This design comes from an exercise in tuning for small area, a short achievable clock period and few clock cycles per item on the open sky130 flow, not from production work. Where RTL was checked, it was by simulation tests only, not by an equivalence proof against the original. Power figures rest on the tool's default switching activity, not on a simulated workload.

==> 09-16 <==
==> flow/design.v (excerpt) <==
module windowed_average_fee_policy (
  input  logic                             clk_i,
  input  logic                             rst_ni,
  input  logic                             s_axis_tvalid,
  output logic                             s_axis_tready,
  input  logic [8*wafp_pkg::IN_BYTES-1:0]  s_axis_tdata,
  output logic                             m_axis_tvalid,
  input  logic                             m_axis_tready,
  output logic [8*wafp_pkg::OUT_BYTES-1:0] m_axis_tdata
);
clock: 8.0 ns
lec_check: 0
abc_area: 1
abc_clock_period_in_ps: 2500
cap_margin: 20
core_margin: 2
core_utilization: 55
cts_buf_list: sky130_fd_sc_hd__clkbuf_8 sky130_fd_sc_hd__clkbuf_16
cts_cluster_diameter: 70
cts_cluster_size: 30
setup_slack_margin: 5
slew_margin: 20
standard.sh (not shown) runs the stock make flow with config.mk's settings and CLKGATE_MAP_FILE= SYNTH_SCRIPT=/design/flow/synth_recipe.tcl, a recipe that flattens the netlist after the stock synthesis.
==> flow/flow/run.sh <==
#!/bin/bash
set -euo pipefail
export BUFFER_PORTS_ARGS="-buffer_cell sky130_fd_sc_hd__buf_4"
export CTS_ARGS="-sink_clustering_enable -repair_clock_nets -sink_clustering_size 30 -sink_clustering_max_diameter 70 -buf_list {sky130_fd_sc_hd__clkbuf_8 sky130_fd_sc_hd__clkbuf_16} -dont_use_dummy_load"
sed "s/SETUP_SLACK_MARGIN=5 /SETUP_SLACK_MARGIN=5.3 /" standard.sh > standard_m.sh
bash standard_m.sh finish > flow_make.log 2>&1
==> inputs of 06-01, as changes to 09-16 <==
--- a/flow/design.v
+++ b/flow/design.v
@@ -57,15 +57,15 @@
   input  logic                             m_axis_tready,
   output logic [8*wafp_pkg::OUT_BYTES-1:0] m_axis_tdata
 );
   localparam int unsigned SB = wafp_pkg::SAMPLE_BITS;
   localparam int unsigned XB = 17;                    
   localparam int unsigned UB = XB + 6;                
   localparam int unsigned CB = wafp_pkg::COUNT_BITS;  
-  localparam int unsigned QD = 7;                     
+  localparam int unsigned QD = 6;                     
   localparam int unsigned OB = 3;                     
   localparam logic [2:0] TC_LOW = 3'd0;
   localparam logic [2:0] TC_MID = 3'd1;
   localparam logic [2:0] TC_1   = 3'd2;
   localparam logic [2:0] TC_2   = 3'd3;
   localparam logic [2:0] TC_3   = 3'd4;
   localparam logic [2:0] TC_4   = 3'd5;
@@ -73,16 +73,14 @@
   logic          started_q;     
   logic [OB-1:0] owed_q;        
   logic          ready_q, ready_out_q;
   logic          in_fire, out_fire;
   logic [5:0]    phase_d;
   logic [OB-1:0] owed_d;
   logic          ready_d;
-  logic [XB-1:0] xp_q, xf_q;
-  logic          xv_q;
   assign s_axis_tready = ready_out_q;
   assign in_fire       = s_axis_tvalid && ready_q;
   assign phase_d = (in_fire || !started_q) ? '0 : phase_q + 6'd1;
   assign owed_d  = owed_q + OB'(in_fire) - OB'(out_fire);
   logic phase_wrap, rdy_in, rdy_in_out, rdy_none;
   assign phase_wrap = !started_q || (phase_q == 6'd63);
   assign rdy_in     = (owed_q < OB'(QD - 1));
@@ -93,67 +91,72 @@
   always_ff @(posedge clk_i or negedge rst_ni) begin
     if (!rst_ni) begin
       phase_q     <= '0;
       started_q   <= 1'b0;
       owed_q      <= '0;
       ready_q     <= 1'b0;
       ready_out_q <= 1'b0;
-      xv_q        <= 1'b0;
     end else begin
       phase_q     <= phase_d;
       started_q   <= started_q || in_fire;
       owed_q      <= owed_d;
       ready_q     <= ready_d;
       ready_out_q <= ready_d;
-      xv_q        <= in_fire;
     end
   end
-  logic [SB-1:0] in_p, in_f;
-  assign in_p = s_axis_tdata[SB-1:0];
-  assign in_f = s_axis_tdata[2*SB-1:SB];
-  always_ff @(posedge clk_i) begin
-    xp_q <= (|in_p[SB-1:XB]) ? {XB{1'b1}} : in_p[XB-1:0];
-    xf_q <= (|in_f[SB-1:XB]) ? {XB{1'b1}} : in_f[XB-1:0];
-  end
+  logic [SB-1:0]   in_p, in_f;
+  logic            big_p, big_f;
+  logic [XB-1:0]   sat_p, sat_f;
   logic [2*XB-1:0] old_pair;
   logic [XB-1:0]   old_p, old_f;
   logic [CB-1:0]   n1_q;             
   logic            full1;
   logic            v1_q, grow1_q;
+  logic [XB:0]     dp_raw, df_raw, dp_sat, df_sat;
   logic [XB:0]     dp_q, df_q;       
+  assign in_p  = s_axis_tdata[SB-1:0];
+  assign in_f  = s_axis_tdata[2*SB-1:SB];
+  assign big_p = |in_p[SB-1:XB];
+  assign big_f = |in_f[SB-1:XB];
+  assign sat_p = big_p ? {XB{1'b1}} : in_p[XB-1:0];
+  assign sat_f = big_f ? {XB{1'b1}} : in_f[XB-1:0];
   wafp_ram #(
     .Width (2 * XB),
     .Depth (wafp_pkg::WINDOW_DEPTH)
   ) u_window (
     .clk_i   (clk_i),
-    .we_i    (xv_q),
-    .wdata_i ({xf_q, xp_q}),
+    .we_i    (in_fire),
+    .wdata_i ({sat_f, sat_p}),
     .rdata_o (old_pair)
   );
   assign full1 = n1_q[CB-1];
   assign old_p = full1 ? old_pair[XB-1:0] : '0;
   assign old_f = full1 ? old_pair[2*XB-1:XB] : '0;
   always_ff @(posedge clk_i or negedge rst_ni) begin
     if (!rst_ni) begin
       n1_q    <= '0;
       v1_q    <= 1'b0;
       grow1_q <= 1'b0;
     end else begin
-      v1_q    <= xv_q;
-      grow1_q <= xv_q && !full1;
-      if (xv_q && !full1) n1_q <= n1_q + CB'(1);
+      v1_q    <= in_fire;
+      grow1_q <= in_fire && !full1;
+      if (in_fire && !full1) n1_q <= n1_q + CB'(1);
     end
   end
+  assign dp_raw = {1'b0, in_p[XB-1:0]} + {1'b1, ~old_p} + (XB+1)'(full1);
+  assign dp_sat = {1'b0, {XB{1'b1}}}   + {1'b1, ~old_p} + (XB+1)'(full1);
+  assign df_raw = {1'b0, in_f[XB-1:0]} - {1'b0, old_f};
+  assign df_sat = {1'b0, {XB{1'b1}}}   - {1'b0, old_f};
   always_ff @(posedge clk_i or negedge rst_ni) begin
     if (!rst_ni) begin
       dp_q <= '0;
       df_q <= '0;
-    end else if (xv_q) begin
-      dp_q <= {1'b0, xp_q} + {1'b1, ~old_p} + (XB+1)'(full1);
-      df_q <= {1'b0, xf_q} - {1'b0, old_f};
+    end else if (in_fire) begin
+      dp_q <= big_p ? dp_sat : dp_raw;
+      df_q <= big_f ? df_sat : df_raw;
     end else begin
       dp_q <= '0;
       df_q <= '0;
     end
   end
   logic [UB:0]     pn_q;             
   logic [UB-1:0]   fsum_q;
Settings changed: CORE_UTILIZATION 55 to 65.
==> comparison <==
Between 06-01 and 09-16, the lower power is in 06-01 (gap about 1.2%, measured against 09-16). In 06-01 the sequential share of layout area is lower than in 09-16, by 0.13 points. In 06-01 the first-iteration DRC count is smaller than in 09-16, by 3.1%. Of 06-01 and 09-16, 09-16 has the higher combinational power (gap about 17%, measured against 09-16). 06-01 completed without violations. 09-16 completed without violations. Clock skew: 06-01 is higher than 09-16 (0.012 ns). Via count: 06-01 is larger than 09-16 (about 0.4%). Against 09-16, the wire length of 06-01 is larger by 7.6%. Worst hold slack: 09-16 is lower than 06-01 (0.030 ns). Of 06-01 and 09-16, 06-01 has the higher setup slack (gap 0.025 ns).
Testbench counts of 09-16, summed over its fixed seeds: cycles 4,848, items 4,800.
Testbench counts of 06-01, summed over its fixed seeds: cycles 4,840, items 4,800.

==> exp/pepper <==
windowed_average_fee_policy, a different RTL version from the one above (not shown whole).
// windowed_average_fee_policy
module windowed_average_fee_policy (
  input  logic                             clk_i,
  input  logic                             rst_ni,
  input  logic                             s_axis_tvalid,
  output logic                             s_axis_tready,
  input  logic [8*wafp_pkg::IN_BYTES-1:0]  s_axis_tdata,
  output logic                             m_axis_tvalid,
  input  logic                             m_axis_tready,
  output logic [8*wafp_pkg::OUT_BYTES-1:0] m_axis_tdata
);
export LEC_CHECK = 0
export ABC_AREA = 1
export ABC_CLOCK_PERIOD_IN_PS = 2500
export CAP_MARGIN = 20
export CORE_MARGIN = 2
export CORE_UTILIZATION = 55
export CTS_BUF_LIST = sky130_fd_sc_hd__clkbuf_8 sky130_fd_sc_hd__clkbuf_16
export CTS_CLUSTER_DIAMETER = 70
export CTS_CLUSTER_SIZE = 30
export SETUP_SLACK_MARGIN = 5
export SLEW_MARGIN = 20
create_clock -name core_clock -period 8.0 [get_ports {clk_i}]
Scripts as last shown in full above: flow/flow/run.sh
==> exp/violet: changes against exp/pepper <==
--- a/flow/design.v
+++ b/flow/design.v
@@ -58,13 +58,13 @@
   output logic [8*wafp_pkg::OUT_BYTES-1:0] m_axis_tdata
 );
   localparam int unsigned SB = wafp_pkg::SAMPLE_BITS;
   localparam int unsigned XB = 17;                    
   localparam int unsigned UB = XB + 6;                
   localparam int unsigned CB = wafp_pkg::COUNT_BITS;  
-  localparam int unsigned QD = 6;                     
+  localparam int unsigned QD = 5;                     
   localparam int unsigned OB = 3;                     
   localparam logic [2:0] TC_LOW = 3'd0;
   localparam logic [2:0] TC_MID = 3'd1;
   localparam logic [2:0] TC_1   = 3'd2;
   localparam logic [2:0] TC_2   = 3'd3;
   localparam logic [2:0] TC_3   = 3'd4;
@@ -108,78 +108,65 @@
     end
   end
   logic [SB-1:0] in_p, in_f;
   assign in_p = s_axis_tdata[SB-1:0];
   assign in_f = s_axis_tdata[2*SB-1:SB];
   always_ff @(posedge clk_i) begin
-    xp_q <= (|in_p[SB-1:XB]) ? {XB{1'b1}} : in_p[XB-1:0];
-    xf_q <= (|in_f[SB-1:XB]) ? {XB{1'b1}} : in_f[XB-1:0];
+    xp_q <= !in_fire ? '0 : (|in_p[SB-1:XB]) ? {XB{1'b1}} : in_p[XB-1:0];
+    xf_q <= !in_fire ? '0 : (|in_f[SB-1:XB]) ? {XB{1'b1}} : in_f[XB-1:0];
   end
+  localparam int unsigned DB = 12;   
   logic [2*XB-1:0] old_pair;
   logic [XB-1:0]   old_p, old_f;
-  logic [CB-1:0]   n1_q;             
-  logic            full1;
-  logic            v1_q, grow1_q;
-  logic [XB:0]     dp_q, df_q;       
+  logic [CB-1:0]   n0_q;             
+  logic            full0;
+  logic            evict_q, grow_q;  
+  logic [UB:0]     pn_q;             
+  logic [UB-1:0]   fsum_q;
+  logic [DB-1:0]   d_q;              
+  logic [DB+1:0]   d3_q;             
+  logic [16:0]     d30_q;            
+  logic [11:0]     l39_q;            
+  logic            v2_q;
   wafp_ram #(
     .Width (2 * XB),
     .Depth (wafp_pkg::WINDOW_DEPTH)
   ) u_window (
     .clk_i   (clk_i),
     .we_i    (xv_q),
     .wdata_i ({xf_q, xp_q}),
     .rdata_o (old_pair)
   );
-  assign full1 = n1_q[CB-1];
-  assign old_p = full1 ? old_pair[XB-1:0] : '0;
-  assign old_f = full1 ? old_pair[2*XB-1:XB] : '0;
+  assign full0 = n0_q[CB-1];
+  assign old_p = evict_q ? old_pair[XB-1:0] : '0;
+  assign old_f = evict_q ? old_pair[2*XB-1:XB] : '0;
   always_ff @(posedge clk_i or negedge rst_ni) begin
     if (!rst_ni) begin
-      n1_q    <= '0;
-      v1_q    <= 1'b0;
-      grow1_q <= 1'b0;
+      n0_q    <= '0;
+      evict_q <= 1'b0;
+      grow_q  <= 1'b0;
     end else begin
-      v1_q    <= xv_q;
-      grow1_q <= xv_q && !full1;
-      if (xv_q && !full1) n1_q <= n1_q + CB'(1);
+      evict_q <= in_fire && full0;
+      grow_q  <= in_fire && !full0;
+      if (in_fire && !full0) n0_q <= n0_q + CB'(1);
     end
   end
   always_ff @(posedge clk_i or negedge rst_ni) begin
     if (!rst_ni) begin
-      dp_q <= '0;
-      df_q <= '0;
-    end else if (xv_q) begin
-      dp_q <= {1'b0, xp_q} + {1'b1, ~old_p} + (XB+1)'(full1);
-      df_q <= {1'b0, xf_q} - {1'b0, old_f};
-    end else begin
-      dp_q <= '0;
-      df_q <= '0;
-    end
-  end
-  localparam int unsigned DB = 12;   
-  logic [UB:0]     pn_q;             
-  logic [UB-1:0]   fsum_q;
-  logic [DB-1:0]   d_q;              
-  logic [DB+1:0]   d3_q;             
-  logic [16:0]     d30_q;            
-  logic [11:0]     l39_q;            
-  logic            v2_q;
-  always_ff @(posedge clk_i or negedge rst_ni) begin
-    if (!rst_ni) begin
       pn_q   <= '0;
       fsum_q <= '0;
       d_q    <= '0;
       d3_q   <= '0;
       d30_q  <= '0;
       l39_q  <= '0;
       v2_q   <= 1'b0;
     end else begin
-      v2_q <= v1_q;
-      pn_q   <= pn_q + {{(UB-XB){dp_q[XB]}}, dp_q};
-      fsum_q <= fsum_q + {{(UB-XB-1){df_q[XB]}}, df_q};
-      if (grow1_q) begin
+      v2_q   <= xv_q;
+      pn_q   <= pn_q + (UB+1)'(xp_q) - (UB+1)'(old_p) - (UB+1)'(grow_q);
+      fsum_q <= fsum_q + UB'(xf_q) - UB'(old_f);
+      if (grow_q) begin
         d_q   <= d_q + DB'(50);
         d3_q  <= d3_q + 14'd150;
         d30_q <= d30_q + 17'd1500;
         l39_q <= l39_q + 12'd39;
       end
     end
==> exp/cedar: changes against exp/pepper <==
--- a/flow/design.v
+++ b/flow/design.v
@@ -58,13 +58,13 @@
   output logic [8*wafp_pkg::OUT_BYTES-1:0] m_axis_tdata
 );
   localparam int unsigned SB = wafp_pkg::SAMPLE_BITS;
   localparam int unsigned XB = 17;                    
   localparam int unsigned UB = XB + 6;                
   localparam int unsigned CB = wafp_pkg::COUNT_BITS;  
-  localparam int unsigned QD = 6;                     
+  localparam int unsigned QD = 5;                     
   localparam int unsigned OB = 3;                     
   localparam logic [2:0] TC_LOW = 3'd0;
   localparam logic [2:0] TC_MID = 3'd1;
   localparam logic [2:0] TC_1   = 3'd2;
   localparam logic [2:0] TC_2   = 3'd3;
   localparam logic [2:0] TC_3   = 3'd4;
@@ -80,19 +80,13 @@
   logic [XB-1:0] xp_q, xf_q;
   logic          xv_q;
   assign s_axis_tready = ready_out_q;
   assign in_fire       = s_axis_tvalid && ready_q;
   assign phase_d = (in_fire || !started_q) ? '0 : phase_q + 6'd1;
   assign owed_d  = owed_q + OB'(in_fire) - OB'(out_fire);
-  logic phase_wrap, rdy_in, rdy_in_out, rdy_none;
-  assign phase_wrap = !started_q || (phase_q == 6'd63);
-  assign rdy_in     = (owed_q < OB'(QD - 1));
-  assign rdy_in_out = (owed_q < OB'(QD));
-  assign rdy_none   = phase_wrap && (owed_q < OB'(QD));
-  assign ready_d    = in_fire ? (out_fire ? rdy_in_out : rdy_in)
-                              : (out_fire ? phase_wrap : rdy_none);
+  assign ready_d = (phase_d == '0) && (owed_d < OB'(QD));
   always_ff @(posedge clk_i or negedge rst_ni) begin
     if (!rst_ni) begin
       phase_q     <= '0;
       started_q   <= 1'b0;
       owed_q      <= '0;
       ready_q     <= 1'b0;
@@ -108,78 +102,57 @@
     end
   end
   logic [SB-1:0] in_p, in_f;
   assign in_p = s_axis_tdata[SB-1:0];
   assign in_f = s_axis_tdata[2*SB-1:SB];
   always_ff @(posedge clk_i) begin
-    xp_q <= (|in_p[SB-1:XB]) ? {XB{1'b1}} : in_p[XB-1:0];
-    xf_q <= (|in_f[SB-1:XB]) ? {XB{1'b1}} : in_f[XB-1:0];
+    xp_q <= !in_fire ? '0 : (|in_p[SB-1:XB]) ? {XB{1'b1}} : in_p[XB-1:0];
+    xf_q <= !in_fire ? '0 : (|in_f[SB-1:XB]) ? {XB{1'b1}} : in_f[XB-1:0];
   end
+  localparam int unsigned DB = 12;   
   logic [2*XB-1:0] old_pair;
   logic [XB-1:0]   old_p, old_f;
-  logic [CB-1:0]   n1_q;             
-  logic            full1;
-  logic            v1_q, grow1_q;
-  logic [XB:0]     dp_q, df_q;       
+  logic [CB-1:0]   n_q;              
+  logic            full, evict, grow;
+  logic [UB:0]     pn_q;             
+  logic [UB-1:0]   fsum_q;
+  logic [DB-1:0]   d_q;              
+  logic [DB+1:0]   d3_q;             
+  logic [16:0]     d30_q;            
+  logic [11:0]     l39_q;            
+  logic            v2_q;
   wafp_ram #(
     .Width (2 * XB),
     .Depth (wafp_pkg::WINDOW_DEPTH)
   ) u_window (
     .clk_i   (clk_i),
     .we_i    (xv_q),
     .wdata_i ({xf_q, xp_q}),
     .rdata_o (old_pair)
   );
-  assign full1 = n1_q[CB-1];
-  assign old_p = full1 ? old_pair[XB-1:0] : '0;
-  assign old_f = full1 ? old_pair[2*XB-1:XB] : '0;
-  always_ff @(posedge clk_i or negedge rst_ni) begin
-    if (!rst_ni) begin
-      n1_q    <= '0;
-      v1_q    <= 1'b0;
-      grow1_q <= 1'b0;
-    end else begin
-      v1_q    <= xv_q;
-      grow1_q <= xv_q && !full1;
-      if (xv_q && !full1) n1_q <= n1_q + CB'(1);
-    end
-  end
-  always_ff @(posedge clk_i or negedge rst_ni) begin
-    if (!rst_ni) begin
-      dp_q <= '0;
-      df_q <= '0;
-    end else if (xv_q) begin
-      dp_q <= {1'b0, xp_q} + {1'b1, ~old_p} + (XB+1)'(full1);
-      df_q <= {1'b0, xf_q} - {1'b0, old_f};
-    end else begin
-      dp_q <= '0;
-      df_q <= '0;
-    end
-  end
-  localparam int unsigned DB = 12;   
-  logic [UB:0]     pn_q;             
-  logic [UB-1:0]   fsum_q;
-  logic [DB-1:0]   d_q;              
-  logic [DB+1:0]   d3_q;             
-  logic [16:0]     d30_q;            
-  logic [11:0]     l39_q;            
-  logic            v2_q;
+  assign full  = n_q[CB-1];
+  assign evict = xv_q && full;
+  assign grow  = xv_q && !full;
+  assign old_p = evict ? old_pair[XB-1:0] : '0;
+  assign old_f = evict ? old_pair[2*XB-1:XB] : '0;
   always_ff @(posedge clk_i or negedge rst_ni) begin
     if (!rst_ni) begin
+      n_q    <= '0;
       pn_q   <= '0;
       fsum_q <= '0;
       d_q    <= '0;
       d3_q   <= '0;
       d30_q  <= '0;
       l39_q  <= '0;
       v2_q   <= 1'b0;
     end else begin
-      v2_q <= v1_q;
-      pn_q   <= pn_q + {{(UB-XB){dp_q[XB]}}, dp_q};
-      fsum_q <= fsum_q + {{(UB-XB-1){df_q[XB]}}, df_q};
-      if (grow1_q) begin
+      v2_q   <= xv_q;
+      pn_q   <= pn_q + (UB+1)'(xp_q) - (UB+1)'(old_p) - (UB+1)'(grow);
+      fsum_q <= fsum_q + UB'(xf_q) - UB'(old_f);
+      if (grow) begin
+        n_q   <= n_q + CB'(1);
         d_q   <= d_q + DB'(50);
         d3_q  <= d3_q + 14'd150;
         d30_q <= d30_q + 17'd1500;
         l39_q <= l39_q + 12'd39;
       end
     end
@@ -270,12 +243,13 @@
       min_fee = min_fee | ({6{pick[k]}} & (cand0 + 6'(k)));
     end
   end
   logic [8:0]    qd_q [1:QD-1];
   logic [OB-1:0] qn_q;
   logic          mv_q, mv_out_q;
+  logic [OB-1:0] wpos, qn_d;
   logic [5:0]    hfee_q;
   logic [8:0]    hbias_q;            
   logic [8:0] bias_new, bias_next;
   logic [13:0] bn, bx;
   always_comb begin
     case (tc3_q)
@@ -293,46 +267,38 @@
       default: bx = 14'(wafp_pkg::BIAS_MID);
     endcase
   end
   assign bias_new  = bn[8:0];
   assign bias_next = bx[8:0];
   assign out_fire = mv_q && m_axis_tready;
-  logic [OB-1:0] qn_keep, qn_take;
-  logic          mv_keep, mv_take;
-  logic [5:0]    hfee_keep, hfee_take;
-  logic [8:0]    hbias_keep, hbias_take;
-  logic [8:0]    qd_keep [1:QD-1];
-  logic [8:0]    qd_take [1:QD-1];
-  assign qn_keep = qn_q + OB'(v3_q);
-  assign qn_take = qn_q + OB'(v3_q) - OB'(1);
-  assign mv_keep = v3_q || (qn_q != '0);
-  assign mv_take = v3_q || (qn_q > OB'(1));
-  always_comb begin
-    hfee_keep  = (v3_q && qn_q == '0) ? min_fee : hfee_q;
-    hbias_keep = (v3_q && qn_q == '0) ? bias_new : hbias_q;
-    hfee_take  = (v3_q && qn_q == OB'(1)) ? min_fee : qd_q[1][5:0];
-    hbias_take = (v3_q && qn_q == OB'(1)) ? bias_new : bias_next;
-    for (int i = 1; i < QD; i++) begin
-      qd_keep[i] = (v3_q && qn_q == OB'(i)) ? {tc3_q, min_fee} : qd_q[i];
-      if (i < QD - 1) qd_take[i] = (v3_q && qn_q == OB'(i + 1)) ? {tc3_q, min_fee} : qd_q[i+1];
-      else            qd_take[i] = qd_q[i];
-    end
-  end
+  assign wpos     = qn_q - OB'(out_fire);
+  assign qn_d     = qn_q + OB'(v3_q) - OB'(out_fire);
   always_ff @(posedge clk_i or negedge rst_ni) begin
     if (!rst_ni) begin
       qn_q     <= '0;
       mv_q     <= 1'b0;
       mv_out_q <= 1'b0;
     end else begin
-      qn_q     <= out_fire ? qn_take : qn_keep;
-      mv_q     <= out_fire ? mv_take : mv_keep;
-      mv_out_q <= out_fire ? mv_take : mv_keep;
+      qn_q     <= qn_d;
+      mv_q     <= (qn_d != '0);
+      mv_out_q <= (qn_d != '0);
     end
   end
   always_ff @(posedge clk_i) begin
-    hfee_q  <= out_fire ? hfee_take : hfee_keep;
-    hbias_q <= out_fire ? hbias_take : hbias_keep;
-    for (int i = 1; i < QD; i++) qd_q[i] <= out_fire ? qd_take[i] : qd_keep[i];
+    if (v3_q && wpos == '0) begin
+      hfee_q  <= min_fee;
+      hbias_q <= bias_new;
+    end else if (out_fire) begin
+      hfee_q  <= qd_q[1][5:0];
+      hbias_q <= bias_next;
+    end
+    for (int i = 1; i < QD; i++) begin
+      if (v3_q && wpos == OB'(i)) begin
+        qd_q[i] <= {tc3_q, min_fee};
+      end else if (out_fire) begin
+        if (i < QD - 1) qd_q[i] <= qd_q[i+1];
+      end
+    end
   end
   assign m_axis_tvalid = mv_out_q;
   assign m_axis_tdata  = {4'b0, 5'b10011, hbias_q, hfee_q};
 endmodule
==> flow/run.sh (new file) <==
#!/bin/bash
# synth_recipe.tcl (not shown) runs the flow's synth.tcl, then flattens the netlist and writes it again
# the make line also repeats each setting of config.mk as NAME=value (left out here)
make -C /OpenROAD-flow-scripts/flow DESIGN_CONFIG=/design/flow/config.mk WORK_HOME=/design/flow/orfs CLKGATE_MAP_FILE= SYNTH_SCRIPT=/design/flow/synth_recipe.tcl finish
removed: flow/flow/run.sh
removed: flow/standard.sh
==> exp/delta: changes against exp/pepper <==
--- a/flow/design.v
+++ b/flow/design.v
@@ -80,19 +80,13 @@
   logic [XB-1:0] xp_q, xf_q;
   logic          xv_q;
   assign s_axis_tready = ready_out_q;
   assign in_fire       = s_axis_tvalid && ready_q;
   assign phase_d = (in_fire || !started_q) ? '0 : phase_q + 6'd1;
   assign owed_d  = owed_q + OB'(in_fire) - OB'(out_fire);
-  logic phase_wrap, rdy_in, rdy_in_out, rdy_none;
-  assign phase_wrap = !started_q || (phase_q == 6'd63);
-  assign rdy_in     = (owed_q < OB'(QD - 1));
-  assign rdy_in_out = (owed_q < OB'(QD));
-  assign rdy_none   = phase_wrap && (owed_q < OB'(QD));
-  assign ready_d    = in_fire ? (out_fire ? rdy_in_out : rdy_in)
-                              : (out_fire ? phase_wrap : rdy_none);
+  assign ready_d = (phase_d == '0) && (owed_d < OB'(QD));
   always_ff @(posedge clk_i or negedge rst_ni) begin
     if (!rst_ni) begin
       phase_q     <= '0;
       started_q   <= 1'b0;
       owed_q      <= '0;
       ready_q     <= 1'b0;
@@ -270,12 +264,13 @@
       min_fee = min_fee | ({6{pick[k]}} & (cand0 + 6'(k)));
     end
   end
   logic [8:0]    qd_q [1:QD-1];
   logic [OB-1:0] qn_q;
   logic          mv_q, mv_out_q;
+  logic [OB-1:0] wpos, qn_d;
   logic [5:0]    hfee_q;
   logic [8:0]    hbias_q;            
   logic [8:0] bias_new, bias_next;
   logic [13:0] bn, bx;
   always_comb begin
     case (tc3_q)
@@ -293,46 +288,38 @@
       default: bx = 14'(wafp_pkg::BIAS_MID);
     endcase
   end
   assign bias_new  = bn[8:0];
   assign bias_next = bx[8:0];
   assign out_fire = mv_q && m_axis_tready;
-  logic [OB-1:0] qn_keep, qn_take;
-  logic          mv_keep, mv_take;
-  logic [5:0]    hfee_keep, hfee_take;
-  logic [8:0]    hbias_keep, hbias_take;
-  logic [8:0]    qd_keep [1:QD-1];
-  logic [8:0]    qd_take [1:QD-1];
-  assign qn_keep = qn_q + OB'(v3_q);
-  assign qn_take = qn_q + OB'(v3_q) - OB'(1);
-  assign mv_keep = v3_q || (qn_q != '0);
-  assign mv_take = v3_q || (qn_q > OB'(1));
-  always_comb begin
-    hfee_keep  = (v3_q && qn_q == '0) ? min_fee : hfee_q;
-    hbias_keep = (v3_q && qn_q == '0) ? bias_new : hbias_q;
-    hfee_take  = (v3_q && qn_q == OB'(1)) ? min_fee : qd_q[1][5:0];
-    hbias_take = (v3_q && qn_q == OB'(1)) ? bias_new : bias_next;
-    for (int i = 1; i < QD; i++) begin
-      qd_keep[i] = (v3_q && qn_q == OB'(i)) ? {tc3_q, min_fee} : qd_q[i];
-      if (i < QD - 1) qd_take[i] = (v3_q && qn_q == OB'(i + 1)) ? {tc3_q, min_fee} : qd_q[i+1];
-      else            qd_take[i] = qd_q[i];
-    end
-  end
+  assign wpos     = qn_q - OB'(out_fire);
+  assign qn_d     = qn_q + OB'(v3_q) - OB'(out_fire);
   always_ff @(posedge clk_i or negedge rst_ni) begin
     if (!rst_ni) begin
       qn_q     <= '0;
       mv_q     <= 1'b0;
       mv_out_q <= 1'b0;
     end else begin
-      qn_q     <= out_fire ? qn_take : qn_keep;
-      mv_q     <= out_fire ? mv_take : mv_keep;
-      mv_out_q <= out_fire ? mv_take : mv_keep;
+      qn_q     <= qn_d;
+      mv_q     <= (qn_d != '0);
+      mv_out_q <= (qn_d != '0);
     end
   end
   always_ff @(posedge clk_i) begin
-    hfee_q  <= out_fire ? hfee_take : hfee_keep;
-    hbias_q <= out_fire ? hbias_take : hbias_keep;
-    for (int i = 1; i < QD; i++) qd_q[i] <= out_fire ? qd_take[i] : qd_keep[i];
+    if (v3_q && wpos == '0) begin
+      hfee_q  <= min_fee;
+      hbias_q <= bias_new;
+    end else if (out_fire) begin
+      hfee_q  <= qd_q[1][5:0];
+      hbias_q <= bias_next;
+    end
+    for (int i = 1; i < QD; i++) begin
+      if (v3_q && wpos == OB'(i)) begin
+        qd_q[i] <= {tc3_q, min_fee};
+      end else if (out_fire) begin
+        if (i < QD - 1) qd_q[i] <= qd_q[i+1];
+      end
+    end
   end
   assign m_axis_tvalid = mv_out_q;
   assign m_axis_tdata  = {4'b0, 5'b10011, hbias_q, hfee_q};
 endmodule
==> flow/flow/run.sh (replaced) <==
#!/bin/bash
set -euo pipefail
export BUFFER_PORTS_ARGS="-buffer_cell sky130_fd_sc_hd__buf_4"
export CTS_ARGS="-sink_clustering_enable -repair_clock_nets -sink_clustering_size 30 -sink_clustering_max_diameter 70 -buf_list {sky130_fd_sc_hd__clkbuf_8 sky130_fd_sc_hd__clkbuf_16} -dont_use_dummy_load"
bash standard.sh finish > flow_make.log 2>&1
==> summary.txt <==
- Between exp/delta and exp/violet, the lower sequential power is in exp/delta (gap 16%, measured against exp/violet).
- Combinational power: exp/delta is smaller than exp/cedar (16%).
- Core utilization, highest first: exp/cedar, exp/violet, exp/pepper, exp/delta.
- The highest die area belongs to exp/pepper, the lowest to exp/cedar.
- Count of clock-buffer cells in the layout, highest first: exp/cedar, exp/delta, exp/pepper, exp/violet.
- In exp/pepper the synthesized cell count is higher than in exp/cedar, by 6.0%.
- The highest area after synthesis belongs to exp/pepper, the lowest to exp/cedar.
==> figures <==
| item | exp/violet | exp/cedar | exp/pepper | exp/delta |
|---|---|---|---|---|
| Status | complete, no violations | complete, no violations | complete, no violations | complete, no violations |
| Hold Crit Endpoint | u_window.ring_q[152]$_DFF_P_ | u_window.ring_q[43]$_DFF_P_ | u_window.ring_q[2010]$_DFF_P_ | u_window.ring_q[371]$_DFF_P_ |
| Sequential cell power | 15.0 mW | 12.3 mW | 13.9 mW | 12.6 mW |
| Highest Signal Layer | met4 | met4 | met5 | met4 |
| Netlist Area Pre-Place | 0.06507 mm2 | 0.06482 mm2 | 0.06667 mm2 | 0.06661 mm2 |
| Comb. pwr | - | 275 uW | - | 230 uW |
| Global-route wire length before repair | 159,800 um | 159,900 um | 163,600 um | 166,200 um |
| Area after detailed placement | 0.06780 mm2 | 0.06765 mm2 | 0.06926 mm2 | 0.06926 mm2 |
| Ys Warns | 5 | 3 | 5 | 3 |
| Seq area share | 68.94% | 68.50% | 70.18% | 71.20% |
| Clock latency of the later-clocked register in the worst-skew pair | 720 ps | 720 ps | 710 ps | 710 ps |
| Part of the total power dissipated in sequential elements | 53.9% | 64.7% | 54.6% | 67.3% |
| Tot Pwr | 27.77 mW | 19.02 mW | 25.39 mW | 18.65 mW |
| Origin of the worst setup path | grow_q$_DFF_PN0_ | xv_q$_DFF_PN0_ | ready_q$_DFF_PN0_ | mv_out_q$_DFF_PN0_ |
| Clock buffers and inverters, area share | 3.509% | 4.716% | 3.667% | 3.808% |
| Detailed-routing wirelength on met1 | 52,440 um | 52,420 um | 53,720 um | 54,020 um |
Testbench counts of exp/pepper, summed over its fixed seeds: cycles 4,840, items 4,800.
Testbench counts of exp/delta, summed over its fixed seeds: cycles 4,840, items 4,800.
The RTL of exp/violet and exp/cedar was laid out without a check of its function.

-- static timing again, ports no longer ideal --
How much do the figures lean on ideal ports? The routed layouts below were timed once more, with nothing changed but the port constraints. Step 1: set_driving_cell puts a clkbuf_16 on clk_i and a buf_2 on each other input, an assumption about the parent block. Step 2 also shifts input and output timing later by t, the mid clock arrival at the registers, as if the neighbouring blocks saw the same clock. Slacks: ideal / step 1 / step 2; pairs: ideal / step 1.
run	t (ns)	slack for setup (ns)	worst register clock-pin slew, ns	worst data-port slew with drivers (ns)	pins driven straight from the clock port
09-16	0.761	5.138 / 5.064 / 4.644	0.11 / 0.11	0.11	1
06-01	0.754	5.163 / 5.092 / 4.648	0.12 / 0.12	0.19	1
exp/pepper	0.759	5.162 / 5.089 / 4.628	0.11 / 0.11	0.08	1
exp/violet	0.739	4.730 / 4.730 / 4.683	0.11 / 0.11	0.06	1
exp/cedar	0.776	4.804 / 4.804 / 4.366	0.11 / 0.11	0.06	1
exp/delta	0.742	5.091 / 5.021 / 4.416	0.10 / 0.10	0.07	1
After both steps setup and hold are still met in every run listed. The setup slack of exp/delta, which loses most, moves by -0.070 ns with the drivers and by -0.675 ns with both steps.
